This is an optimization exercise on Yosys and OpenROAD, whose aim is small area, not a production implementation. Only simulation tests tie the RTL to the original design; equivalence was not proved. Power is estimated from default activity; no workload was simulated.

Design shooter_top, start of the top module:
module shooter_top #(
    parameter int TICK_CYCLES = 4,
    parameter int SPAWN_TICKS = 8
) (
    input  logic                                             clk,
    input  logic                                             rstn,
    input  logic [3:0]                                       btn,
    output logic                                             playing,
    output logic                                             player_alive,
    output shooter_pkg::coord_t                              player_x,
    output shooter_pkg::score_t                              score,
    output logic [shooter_pkg::NUM_SLOTS*shooter_pkg::SPRITE_W-1:0] bullets,
    output logic [shooter_pkg::NUM_SLOTS*shooter_pkg::SPRITE_W-1:0] enemies
);
Settings: LEC_CHECK=0, ABC_AREA=1, CAP_MARGIN=20, CORE_MARGIN=2, CORE_UTILIZATION=40, SLEW_MARGIN=20; clock period 25.0 ns.
standard.sh (not shown) runs the stock make flow with config.mk's settings and CLKGATE_MAP_FILE= SYNTH_SCRIPT=/design/flow/synth_recipe.tcl, a recipe that flattens the netlist after the stock synthesis.
==> flow/flow/run.sh <==
#!/bin/bash
# The standard layout with three changes:
#  - synthesis maps the logic with flow/area.abc (an area-oriented ABC script, without the
#    delay-driven buffering and upsizing of ORFS's default script); everything else in
#    synthesis, including the register mapping, is the standard flow's own synth_recipe.tcl
#  - the port buffers are made from the smallest buffer cell (every input and output port
#    still gets its own buffer)
#  - clock tree synthesis adds no dummy load cells at the tree's leaves
# make's output goes to flow_make.log here; each ORFS step keeps its own log under orfs/logs/.
set -euo pipefail
here=$(pwd)
{
  echo 'proc abc {args} {'
  echo '  set i [lsearch $args -script]'
  echo "  if {\$i >= 0} { lset args [expr {\$i + 1}] {$here/flow/area.abc} }"
  echo '  yosys abc {*}$args'
  echo '}'
  cat synth_recipe.tcl
} > area_synth.tcl
sed "s#SYNTH_SCRIPT=[^ ]*synth_recipe.tcl#SYNTH_SCRIPT=$here/area_synth.tcl#" standard.sh > area_standard.sh
grep -q "SYNTH_SCRIPT=$here/area_synth.tcl" area_standard.sh
export BUFFER_PORTS_ARGS="-buffer_cell sky130_fd_sc_hd__buf_1"
export CTS_ARGS="-sink_clustering_enable -repair_clock_nets -dont_use_dummy_load -sink_clustering_size 30 -sink_clustering_max_diameter 200 -buf_list "sky130_fd_sc_hd__clkbuf_8 sky130_fd_sc_hd__clkbuf_16""
bash area_standard.sh > flow_make.log 2>&1
==> flow/flow/area.abc <==
strash
&get -n
&deepsyn -T 60
&dch -f
&nf -R 1000 -p -a
&put
topo
Edit:
--- a/flow/flow/run.sh
+++ b/flow/flow/run.sh
@@ -1,4 +1,4 @@
 #!/bin/bash
-# The standard layout with three changes:
+# The standard layout with two changes:
 #  - synthesis maps the logic with flow/area.abc (an area-oriented ABC script, without the
 #    delay-driven buffering and upsizing of ORFS's default script); everything else in
@@ -6,5 +6,4 @@
 #  - the port buffers are made from the smallest buffer cell (every input and output port
 #    still gets its own buffer)
-#  - clock tree synthesis adds no dummy load cells at the tree's leaves
 # make's output goes to flow_make.log here; each ORFS step keeps its own log under orfs/logs/.
 set -euo pipefail
@@ -21,4 +20,3 @@
 grep -q "SYNTH_SCRIPT=$here/area_synth.tcl" area_standard.sh
 export BUFFER_PORTS_ARGS="-buffer_cell sky130_fd_sc_hd__buf_1"
-export CTS_ARGS="-sink_clustering_enable -repair_clock_nets -dont_use_dummy_load -sink_clustering_size 30 -sink_clustering_max_diameter 200 -buf_list "sky130_fd_sc_hd__clkbuf_8 sky130_fd_sc_hd__clkbuf_16""
 bash area_standard.sh > flow_make.log 2>&1
==> flow/flow/area.abc (replaced) <==
strash
dch -f
amap
topo
Settings changed: CTS_BUF_LIST from default to sky130_fd_sc_hd__clkbuf_4 sky130_fd_sc_hd__clkbuf_8.
Synthesized cell count grows by roughly a tenth; sequential cell count stays the same; clock power came out higher by well over a third; utilization rises by 0.72 points; clock skew came out lower by 0.0039 ns; clock-buffer cell count does not change; routed wire length went up by a few percent.
Edit:
--- a/flow/flow/run.sh
+++ b/flow/flow/run.sh
@@ -1,4 +1,4 @@
 #!/bin/bash
-# The standard layout with two changes:
+# The standard layout with three changes:
 #  - synthesis maps the logic with flow/area.abc (an area-oriented ABC script, without the
 #    delay-driven buffering and upsizing of ORFS's default script); everything else in
@@ -6,4 +6,5 @@
 #  - the port buffers are made from the smallest buffer cell (every input and output port
 #    still gets its own buffer)
+#  - clock tree synthesis adds no dummy load cells at the tree's leaves
 # make's output goes to flow_make.log here; each ORFS step keeps its own log under orfs/logs/.
 set -euo pipefail
@@ -20,3 +21,4 @@
 grep -q "SYNTH_SCRIPT=$here/area_synth.tcl" area_standard.sh
 export BUFFER_PORTS_ARGS="-buffer_cell sky130_fd_sc_hd__buf_1"
+export CTS_ARGS="-sink_clustering_enable -repair_clock_nets -dont_use_dummy_load -sink_clustering_size 40 -sink_clustering_max_diameter 300 -buf_list sky130_fd_sc_hd__clkbuf_8"
 bash area_standard.sh > flow_make.log 2>&1
==> flow/flow/area.abc (replaced) <==
strash
&get -n
&deepsyn -T 60
&dch -f
&nf -R 1000 -p -a
&put
topo
Settings changed: CTS_BUF_LIST sky130_fd_sc_hd__clkbuf_4 sky130_fd_sc_hd__clkbuf_8 to default.
=> Area after synthesis shrinks by 1.5%; worst hold slack gets worse by 0.028 ns; clock skew grows by 0.0039 ns; global-route usage shrinks by 0.17 points; total power grows by 9.5%; first-iteration DRC count grows by 1.0%; sequential share of layout area grows by 0.59 points; design area shrinks by 2.4%; routed wire length shrinks by 3.1%.
Edit:
--- a/flow/flow/run.sh
+++ b/flow/flow/run.sh
@@ -1,4 +1,4 @@
 #!/bin/bash
-# The standard layout with three changes:
+# The standard layout with two changes:
 #  - synthesis maps the logic with flow/area.abc (an area-oriented ABC script, without the
 #    delay-driven buffering and upsizing of ORFS's default script); everything else in
@@ -6,5 +6,4 @@
 #  - the port buffers are made from the smallest buffer cell (every input and output port
 #    still gets its own buffer)
-#  - clock tree synthesis adds no dummy load cells at the tree's leaves
 # make's output goes to flow_make.log here; each ORFS step keeps its own log under orfs/logs/.
 set -euo pipefail
@@ -21,4 +20,3 @@
 grep -q "SYNTH_SCRIPT=$here/area_synth.tcl" area_standard.sh
 export BUFFER_PORTS_ARGS="-buffer_cell sky130_fd_sc_hd__buf_1"
-export CTS_ARGS="-sink_clustering_enable -repair_clock_nets -dont_use_dummy_load -sink_clustering_size 40 -sink_clustering_max_diameter 300 -buf_list sky130_fd_sc_hd__clkbuf_8"
 bash area_standard.sh > flow_make.log 2>&1
Settings changed: CTS_BUF_LIST from default to sky130_fd_sc_hd__clkbuf_4 sky130_fd_sc_hd__clkbuf_8, CTS_CLUSTER_SIZE from default to 10.
The new run passed the timing, design-rule and antenna checks.
Routed wire length barely changes.
Sequential share of layout area fell by 0.42 points.
Clock power rose by well over a third.
Core utilization climbs by 0.75 points.
Via count falls slightly.
Sequential cell count does not change.
Maximum frequency increases slightly.
Global-route usage hardly moves.

========
Another version of the RTL of shooter_top (not shown whole).
Size: ~1500 cells after synthesis, ~150 flip-flops, ~220 I/O pins, roughly 11000 um^2 of cells after synthesis.
export LEC_CHECK = 0
export ABC_AREA = 1
export CAP_MARGIN = 20
export CORE_MARGIN = 2
export CORE_UTILIZATION = 40
export GPL_TIMING_DRIVEN = 0
export SLEW_MARGIN = 20
create_clock -name core_clock -period 25.0 [get_ports {clk}]
==> flow/flow/run.sh <==
#!/bin/bash
# The standard layout with these changes:
#  - synthesis maps the logic with flow/area.abc (an area-oriented ABC script, without the
#    delay-driven buffering and upsizing of ORFS's default script), and extracts only full
#    adders before it (half adders are left to ABC); everything else in synthesis,
#    including the register mapping, is the standard flow's own synth_recipe.tcl
#  - the port buffers are made from the smallest buffer cell (every input and output port
#    still gets its own buffer)
#  - clock tree synthesis adds no dummy load cells at the tree's leaves
#  - floorplan keeps synthesis's single tie cell per constant value instead of giving each
#    constant output port a tie cell of its own
#  - floorplan removes the buffers synthesis left (placement is not timing-driven here, so
#    global placement does not remove them); the 25 ns clock leaves ample slack
# make's output goes to flow_make.log here; each ORFS step keeps its own log under orfs/logs/.
set -euo pipefail
here=$(pwd)
{
  echo 'proc abc {args} {'
  echo '  set i [lsearch $args -script]'
  echo "  if {\$i >= 0} { lset args [expr {\$i + 1}] {$here/flow/area.abc} }"
  echo '  yosys abc {*}$args'
  echo '}'
  echo 'proc extract_fa {args} { yosys extract_fa -fa {*}$args }'
  cat synth_recipe.tcl
} > area_synth.tcl
sed "s#SYNTH_SCRIPT=[^ ]*synth_recipe.tcl#SYNTH_SCRIPT=$here/area_synth.tcl#" standard.sh > area_standard.sh
grep -q "SYNTH_SCRIPT=$here/area_synth.tcl" area_standard.sh
export BUFFER_PORTS_ARGS="-buffer_cell sky130_fd_sc_hd__buf_1"
export SKIP_REPAIR_TIE_FANOUT=1
export REMOVE_ABC_BUFFERS=1
export CTS_ARGS="-sink_clustering_enable -repair_clock_nets -dont_use_dummy_load -sink_clustering_size 20 -buf_list sky130_fd_sc_hd__clkbuf_8"
bash area_standard.sh > flow_make.log 2>&1
==> flow/flow/area.abc <==
strash
&get -n
&deepsyn -T 60
&put
dch -f
amap
topo
Change:
- CORE_UTILIZATION: 40 -> 55
The changed run completed without violations.
Power rose slightly.
Synthesized cell count is unchanged.
Wire length fell by a few percent.
Final area fell slightly.
Worst setup slack gets better by 0.50 ns.

========
## v24
shooter_top, a different RTL version from the one above (not shown whole).
For scale: ~1400 cells after synthesis, roughly 150 flip-flops.
==> flow/config.mk <==
export PLATFORM = sky130hd
export DESIGN_NAME = shooter_top
export DESIGN_NICKNAME = shooter_top
export VERILOG_FILES = /design/flow/design.v
export SDC_FILE = /design/flow/constraint.sdc
export NUM_CORES = 4
export LEC_CHECK = 0
export ABC_AREA = 1
export CAP_MARGIN = 20
export CORE_MARGIN = 2
export CORE_UTILIZATION = 40
export GPL_TIMING_DRIVEN = 0
export SLEW_MARGIN = 20
==> flow/constraint.sdc <==
create_clock -name core_clock -period 25.0 [get_ports {clk}]
set_input_delay 5.0000 -clock core_clock [delete_from_list [all_inputs] [get_ports {clk}]]
set_output_delay 5.0000 -clock core_clock [all_outputs]
set_load 0.01 [all_outputs]
==> flow/flow/run.sh <==
#!/bin/bash
# The standard layout with four changes:
#  - synthesis maps the logic with flow/area.abc (an area-oriented ABC script, without the
#    delay-driven buffering and upsizing of ORFS's default script); everything else in
#    synthesis, including the register mapping, is the standard flow's own synth_recipe.tcl
#  - the port buffers are made from the smallest buffer cell (every input and output port
#    still gets its own buffer)
#  - clock tree synthesis adds no dummy load cells at the tree's leaves
#  - floorplan keeps synthesis's single tie cell per constant value instead of giving each
#    constant output port a tie cell of its own
# make's output goes to flow_make.log here; each ORFS step keeps its own log under orfs/logs/.
set -euo pipefail
here=$(pwd)
{
  echo 'proc abc {args} {'
  echo '  set i [lsearch $args -script]'
  echo "  if {\$i >= 0} { lset args [expr {\$i + 1}] {$here/flow/area.abc} }"
  echo '  yosys abc {*}$args'
  echo '}'
  cat synth_recipe.tcl
} > area_synth.tcl
sed "s#SYNTH_SCRIPT=[^ ]*synth_recipe.tcl#SYNTH_SCRIPT=$here/area_synth.tcl#" standard.sh > area_standard.sh
grep -q "SYNTH_SCRIPT=$here/area_synth.tcl" area_standard.sh
export BUFFER_PORTS_ARGS="-buffer_cell sky130_fd_sc_hd__buf_1"
export SKIP_REPAIR_TIE_FANOUT=1
export REMOVE_ABC_BUFFERS=1
export CTS_ARGS="-sink_clustering_enable -repair_clock_nets -dont_use_dummy_load -sink_clustering_size 20 -buf_list sky130_fd_sc_hd__clkbuf_8"
bash area_standard.sh > flow_make.log 2>&1
==> flow/flow/area.abc <==
strash
&get -n
&deepsyn -T 60
&dch -f
&nf -R 1000 -p -a
&put
topo
v24 completed end to end with timing, DRC and antenna clean.
### v24 -> v8
diff --git a/flow/flow/run.sh b/flow/flow/run.sh
--- a/flow/flow/run.sh
+++ b/flow/flow/run.sh
@@ -1,6 +1,7 @@
 #!/bin/bash
-# The standard layout with four changes:
+# The standard layout with these changes:
 #  - synthesis maps the logic with flow/area.abc (an area-oriented ABC script, without the
-#    delay-driven buffering and upsizing of ORFS's default script); everything else in
-#    synthesis, including the register mapping, is the standard flow's own synth_recipe.tcl
+#    delay-driven buffering and upsizing of ORFS's default script), and extracts only full
+#    adders before it (half adders are left to ABC); everything else in synthesis,
+#    including the register mapping, is the standard flow's own synth_recipe.tcl
 #  - the port buffers are made from the smallest buffer cell (every input and output port
@@ -10,2 +11,4 @@
 #    constant output port a tie cell of its own
+#  - floorplan removes the buffers synthesis left (placement is not timing-driven here, so
+#    global placement does not remove them); the 25 ns clock leaves ample slack
 # make's output goes to flow_make.log here; each ORFS step keeps its own log under orfs/logs/.
@@ -19,2 +22,3 @@
   echo '}'
+  echo 'proc extract_fa {args} { yosys extract_fa -fa {*}$args }'
   cat synth_recipe.tcl
==> flow/flow/area.abc <==
strash
&get -n
&deepsyn -T 60
&put
dch
amap
topo
- Via density per instance (v8 vs. v24) increases by a few percent
- In v8, peak supply drop is lower than in v24.
- On number of DRC markers in iteration 0, v8 does worse than v24.
- Of the two values seen for end point of the critical path, u_collision_unit.score[8]$_SDFFE_PP0P_ was produced by v24 and u_collision_unit.score[9]$_SDFFE_PP0P_ by v8.
- Of v8 and v24, v8 shows the higher sequential power, with v24 below it.
- v8 reports a higher part of the power in combinational logic than v24 does.
- v8 — die area 6.1% lower, v24 as reference
--- input diff v8..v3 ---
diff --git a/flow/flow/run.sh b/flow/flow/run.sh
--- a/flow/flow/run.sh
+++ b/flow/flow/run.sh
@@ -3,5 +3,4 @@
 #  - synthesis maps the logic with flow/area.abc (an area-oriented ABC script, without the
-#    delay-driven buffering and upsizing of ORFS's default script), and extracts only full
-#    adders before it (half adders are left to ABC); everything else in synthesis,
-#    including the register mapping, is the standard flow's own synth_recipe.tcl
+#    delay-driven buffering and upsizing of ORFS's default script); everything else in
+#    synthesis, including the register mapping, is the standard flow's own synth_recipe.tcl
 #  - the port buffers are made from the smallest buffer cell (every input and output port
@@ -22,3 +21,2 @@
   echo '}'
-  echo 'proc extract_fa {args} { yosys extract_fa -fa {*}$args }'
   cat synth_recipe.tcl
==> flow/flow/area.abc <==
strash
&get -n
&deepsyn -T 60
&dch -f
&nf -R 1000 -p -a -F 8 -A 8
&put
topo
### Flow results
- Cell count shrinks by a few percent when moving from v8 to v3.
- v3 vs v8: net switching fraction of the power down
- Count of sequential standard cells came out exactly the same in v8 and v3.
- Setup slack at placement was higher in v8 than in v3.
- The run with more routed wire is v8, not v3.
- Synthesized area per cell delta for v3 relative to v8: about 18% higher
- The arrival time reported for the critical path endpoint in v3 was higher than what v8 gave.
- Startpoint of the worst setup timing path = u_bullet_bank.b_y[1]$_SDFF_PP0_: v3; startpoint of the worst setup timing path = u_bullet_bank.b_y[9]$_SDFF_PP0_: v8
- Changes observed in v3 relative to v8: inverter count of the layout excluding clock inverters now sits lower; post-synthesis share of cell area spent on full adders, half adders and majority gates now sits higher.
### v3 -> v9
# v3
export LEC_CHECK = 0
export ABC_AREA = 1
export CAP_MARGIN = 20
export CORE_MARGIN = 2
export CORE_UTILIZATION = 40
export GPL_TIMING_DRIVEN = 0
export SLEW_MARGIN = 20
create_clock -name core_clock -period 25.0 [get_ports {clk}]
# v9
export LEC_CHECK = 0
export ABC_AREA = 1
export CAP_MARGIN = 20
export CORE_MARGIN = 2
export CORE_UTILIZATION = 40
export SLEW_MARGIN = 20
create_clock -name core_clock -period 25.0 [get_ports {clk}]
diff --git a/flow/flow/run.sh b/flow/flow/run.sh
--- a/flow/flow/run.sh
+++ b/flow/flow/run.sh
@@ -1,3 +1,3 @@
 #!/bin/bash
-# The standard layout with these changes:
+# The standard layout with four changes:
 #  - synthesis maps the logic with flow/area.abc (an area-oriented ABC script, without the
@@ -10,4 +10,2 @@
 #    constant output port a tie cell of its own
-#  - floorplan removes the buffers synthesis left (placement is not timing-driven here, so
-#    global placement does not remove them); the 25 ns clock leaves ample slack
 # make's output goes to flow_make.log here; each ORFS step keeps its own log under orfs/logs/.
@@ -27,3 +25,2 @@
 export SKIP_REPAIR_TIE_FANOUT=1
-export REMOVE_ABC_BUFFERS=1
 export CTS_ARGS="-sink_clustering_enable -repair_clock_nets -dont_use_dummy_load -sink_clustering_size 20 -buf_list sky130_fd_sc_hd__clkbuf_8"
==> flow/flow/area.abc <==
strash
&get -n
&deepsyn -T 60
&dch -f
&nf -R 1000 -p -a
&put
topo
Diff v9 and v3: arrival time at the worst endpoint lower in v9
Detailed-routing wirelength on met1 ended up 0.44% higher on v9 than on v3.
[compare] base=v3 new=v9: portion of total power attributed to sequential cells stayed essentially flat; number of non-clock buffers rose by 6.9%; total power of the final layout fell by about 0.7%.
v9: actual transition at the worst max-transition pin 0.023 ns below v3
The net switching power of the design in v9 was lower than what v3 gave.
Per the comparison of v9 with v3, number of DRC markers after the initial detailed-route iteration +11, leakage component of the power has increased.
--- input diff v9..v57 ---
# v9
export LEC_CHECK = 0
export ABC_AREA = 1
export CAP_MARGIN = 20
export CORE_MARGIN = 2
export CORE_UTILIZATION = 40
export SLEW_MARGIN = 20
create_clock -name core_clock -period 25.0 [get_ports {clk}]
# v57
export LEC_CHECK = 0
export ABC_AREA = 1
export CAP_MARGIN = 10
export CORE_MARGIN = 2
export CORE_UTILIZATION = 40
export GPL_TIMING_DRIVEN = 0
export SLEW_MARGIN = 10
create_clock -name core_clock -period 25.0 [get_ports {clk}]
diff --git a/flow/flow/run.sh b/flow/flow/run.sh
--- a/flow/flow/run.sh
+++ b/flow/flow/run.sh
@@ -1,3 +1,3 @@
 #!/bin/bash
-# The standard layout with four changes:
+# The standard layout with these changes:
 #  - synthesis maps the logic with flow/area.abc (an area-oriented ABC script, without the
@@ -10,2 +10,4 @@
 #    constant output port a tie cell of its own
+#  - floorplan removes the buffers synthesis left (placement is not timing-driven here, so
+#    global placement does not remove them); the 25 ns clock leaves ample slack
 # make's output goes to flow_make.log here; each ORFS step keeps its own log under orfs/logs/.
@@ -25,2 +27,3 @@
 export SKIP_REPAIR_TIE_FANOUT=1
+export REMOVE_ABC_BUFFERS=1
 export CTS_ARGS="-sink_clustering_enable -repair_clock_nets -dont_use_dummy_load -sink_clustering_size 20 -buf_list sky130_fd_sc_hd__clkbuf_8"
==> flow/flow/area.abc <==
strash
&get -n
&deepsyn -T 60
&dch -f
&nf -R 1000 -p -a -F 8 -A 8
&put
topo
[summary]
v9 → v57: critical path's largest stage delay comparable, wire length of the first global-routing pass now sits lower, wire length down 1.6%, core utilization lower, count of filler cells inserted in the layout climbed 2.8%.
v57 reports its start point of the critical path as u_bullet_bank.b_y[9]$_SDFF_PP0_ while v9 reports u_bullet_bank.b_y[1]$_SDFF_PP0_.

-- afterwards: timing with drivers on the ports --
The results above use ideal ports. As a check the final layouts listed here were re-extracted and re-timed, cells and wires unchanged. Step 1 assumes that a clkbuf_16 drives the clock port and a buf_2 every other input. Step 2 also shifts input and output timing later by t, the mid clock arrival at the registers, as if the neighbouring blocks saw the same clock. Three values: no drivers, after step 1, after step 2; two values: the first two.
run	t, ns	setup slack, ns	hold WS [ns]	worst setup path after step 2
the first run of note 1	0.495	17.149 / 17.149 / 17.149	0.434 / 0.434 / 0.434	register to register
the second run of note 1	0.544	17.324 / 17.324 / 17.324	0.462 / 0.462 / 0.462	register to register
the third run of note 1	0.495	17.149 / 17.149 / 17.149	0.434 / 0.434 / 0.434	register to register
the fourth run of note 1	0.504	17.209 / 17.209 / 17.209	0.442 / 0.442 / 0.442	register to register
the first run of note 2	0.508	16.650 / 16.650 / 16.650	0.468 / 0.468 / 0.468	register to register
the second run of note 2	0.512	17.149 / 17.149 / 17.132	0.464 / 0.464 / 0.464	input to register
v24	0.500	16.827 / 16.827 / 16.827	0.468 / 0.468 / 0.468	register to register
v8	0.522	17.530 / 17.530 / 17.175	0.476 / 0.476 / 0.476	input to register
v3	0.496	17.022 / 17.022 / 17.022	0.479 / 0.479 / 0.479	register to register
v9	0.541	17.506 / 17.506 / 17.506	0.467 / 0.467 / 0.467	register to register
v57	0.508	16.889 / 16.889 / 16.889	0.472 / 0.472 / 0.472	register to register
After both steps every run listed still meets setup and hold. For v8, which loses most, drivers alone change the setup slack by 0.000 ns; drivers and shift together by -0.355 ns.
